From an optimization exercise on the open Yosys and OpenROAD flow, aimed at small area and a short achievable clock period; shortcuts taken in it are not production practice. In this exercise RTL edits were held to simulation tests only and were not proved equivalent to the original.

// alu_dpath
module alu_dpath (
  input  logic                 clk,
  input  logic                 rst_n,
  input  logic                 alu_req,
  input  logic                 alu_add,
  input  logic                 alu_sub,
  input  logic                 alu_xor,
  input  logic                 alu_sll,
  input  logic                 alu_srl,
  input  logic                 alu_sra,
  input  logic                 alu_or,
  input  logic                 alu_and,
  input  logic                 alu_slt,
  input  logic                 alu_sltu,
  input  logic                 alu_lui,
  input  logic                 alu_dot,
  input  logic [32-1:0] alu_op1,
  input  logic [32-1:0] alu_op2,
  input  logic [32-1:0] dot_a0,
  input  logic [32-1:0] dot_a1,
  input  logic [32-1:0] dot_a2,
  input  logic [32-1:0] dot_a3,
  input  logic [32-1:0] dot_a4,
  input  logic [32-1:0] dot_a5,
  input  logic [32-1:0] dot_a6,
  input  logic [32-1:0] dot_a7,
  input  logic                 bjp_req,
  input  logic [32-1:0] bjp_op1,
  input  logic [32-1:0] bjp_op2,
  input  logic                 bjp_add,
  input  logic                 bjp_cmp_eq,
  input  logic                 bjp_cmp_ne,
  input  logic                 bjp_cmp_lt,
  input  logic                 bjp_cmp_gt,
  input  logic                 bjp_cmp_ltu,
  input  logic                 bjp_cmp_gtu,
  input  logic                 agu_req,
  input  logic [32-1:0] agu_op1,
  input  logic [32-1:0] agu_op2,
  input  logic                 agu_swap,
  input  logic                 agu_add,
  input  logic                 agu_and,
  input  logic                 agu_or,
  input  logic                 agu_xor,
  input  logic                 agu_max,
  input  logic                 agu_min,
  input  logic                 agu_maxu,
  input  logic                 agu_minu,
  input  logic                 sbf_0_ena,
  input  logic [32-1:0] sbf_0_nxt,
  input  logic                 sbf_1_ena,
  input  logic [32-1:0] sbf_1_nxt,
  output logic [32-1:0] dpath_res,
  output logic                 cmp_res,
  output logic [32-1:0] sbf_0_r,
  output logic [32-1:0] sbf_1_r
);
Size: ~7100 cells after synthesis, about 64 flip-flops, ~640 I/O pins, ~57000 sq um of cells after synthesis.
clock: 20.0 ns
lec_check: 0
abc_area: 1
cap_margin: 25
core_margin: 2
core_utilization: 55
place_density: 0.72
setup_slack_margin: 4
slew_margin: 25
synth_hierarchical: 1
buffer_ports_args: -buffer_cell sky130_fd_sc_hd__buf_1
skip_gate_cloning: 1
standard.sh (not shown) runs the stock make flow with config.mk's settings and CLKGATE_MAP_FILE= SYNTH_SCRIPT=/design/flow/synth_recipe.tcl, a recipe that flattens the netlist after the stock synthesis.
==> flow/flow/run.sh <==
#!/bin/bash
set -e
cp standard.sh standard_sh_copy.log
cp config.mk config_mk_orig.log
echo 'export BUFFER_PORTS_ARGS = -buffer_cell sky130_fd_sc_hd__buf_1' >> config.mk
echo 'export SKIP_GATE_CLONING = 1' >> config.mk
bash standard.sh > standard.log 2>&1
The baseline completed without violations.
Then changed:
- CORE_UTILIZATION: 55 -> 45
- PLACE_DENSITY: 0.72 -> 0.65
Effect: Global-route usage falls by 8.9 points; area after synthesis is unchanged; via count came out lower slightly.
Then changed:
--- a/flow/flow/run.sh
+++ b/flow/flow/run.sh
@@ -6 +5,0 @@
-echo 'export SKIP_GATE_CLONING = 1' >> config.mk
- CORE_UTILIZATION: 45 -> 50
- PLACE_DENSITY: 0.65 -> 0.7
- SKIP_GATE_CLONING: 1 -> default
Effect: Via count drops slightly; register-to-register slack barely changes; non-clock buffer count drops by 2.
Then changed:
--- a/flow/flow/run.sh
+++ b/flow/flow/run.sh
@@ -5,0 +6 @@
+echo 'export SKIP_GATE_CLONING = 1' >> config.mk
- CORE_UTILIZATION: 50 -> 45
- PLACE_DENSITY: 0.7 -> 0.65
- SETUP_SLACK_MARGIN: 4 -> 3
- SKIP_GATE_CLONING: default -> 1
Effect: Critical path depth is unchanged. Core utilization came out lower by 7.1 points. Global-route usage came out lower by 4.3 points. Via count came out lower by 0.60%. Synthesized area stays the same. Sequential share of layout area hardly moves. Die area came out higher by 11%. Routed wire length came out lower by about 0.54%. Maximum frequency came out lower by 5.3%. Non-clock buffer count came out lower by 41.
Then changed:
- CORE_UTILIZATION: 45 -> 50
- PLACE_DENSITY: 0.65 -> 0.8
- SETUP_SLACK_MARGIN: 3 -> 4
Effect:
- The new run produced a clean layout
- wire length rose by a few percent
- fmax increases by a few percent
- flip-flop and latch count stays the same
- area after synthesis stays the same
- cell area came out higher by a few percent
- non-clock buffer count rose by 45
- clock-buffer cell count decreases by 1
- sequential share of layout area hardly moves
- worst hold slack hardly moves
- clock skew is unchanged
Then changed:
--- a/flow/flow/run.sh
+++ b/flow/flow/run.sh
@@ -6 +5,0 @@
-echo 'export SKIP_GATE_CLONING = 1' >> config.mk
- CORE_UTILIZATION: 50 -> 45
- PLACE_DENSITY: 0.8 -> 0.65
- SKIP_GATE_CLONING: 1 -> default
Result:
- first-iteration DRC count goes down by 6.9%
- cell area rises by 0.47%
- global-route usage went down by 6.0 points
- worst setup slack got worse by 12 ps

[what the ideal ports hide]
Ports are ideal in the flow. The routed layouts listed here were re-timed in OpenROAD. Step 1 sets driving cells, clkbuf_16 on the clock port and buf_2 on the other inputs (assumed; they add their load-dependent delay and slew). Step 2 moves the port delays by t, midway between the first and last clock arrival at a register: inputs arrive t later, outputs are due t later. That takes back most of the time a late clock gives input paths. Slacks: ideal / step 1 / step 2; pairs: ideal / step 1.
| run | t (ns) | slack for setup (ns) | worst hold slack (ns) | worst setup path at the end |
|---|---|---|---|---|
| the first run | 0.366 | 4.067 / 4.045 / 4.045 | 0.469 / 0.469 / 0.469 | input to output |
| the second run | 0.355 | 3.828 / 3.808 / 3.808 | 0.466 / 0.466 / 0.466 | input to output |
| the third run | 0.351 | 4.002 / 3.978 / 3.978 | 0.466 / 0.466 / 0.466 | input to output |
| the fourth run | 0.355 | 3.109 / 3.085 / 3.085 | 0.466 / 0.466 / 0.466 | input to output |
| the fifth run | 0.359 | 4.022 / 3.996 / 3.996 | 0.468 / 0.468 / 0.468 | input to output |
| the sixth run | 0.355 | 4.010 / 3.989 / 3.989 | 0.466 / 0.466 / 0.466 | input to output |
After both steps setup and hold are still met in every run listed. The setup slack of the fifth run, which loses most, moves by -0.026 ns with the drivers and by -0.026 ns with both steps.
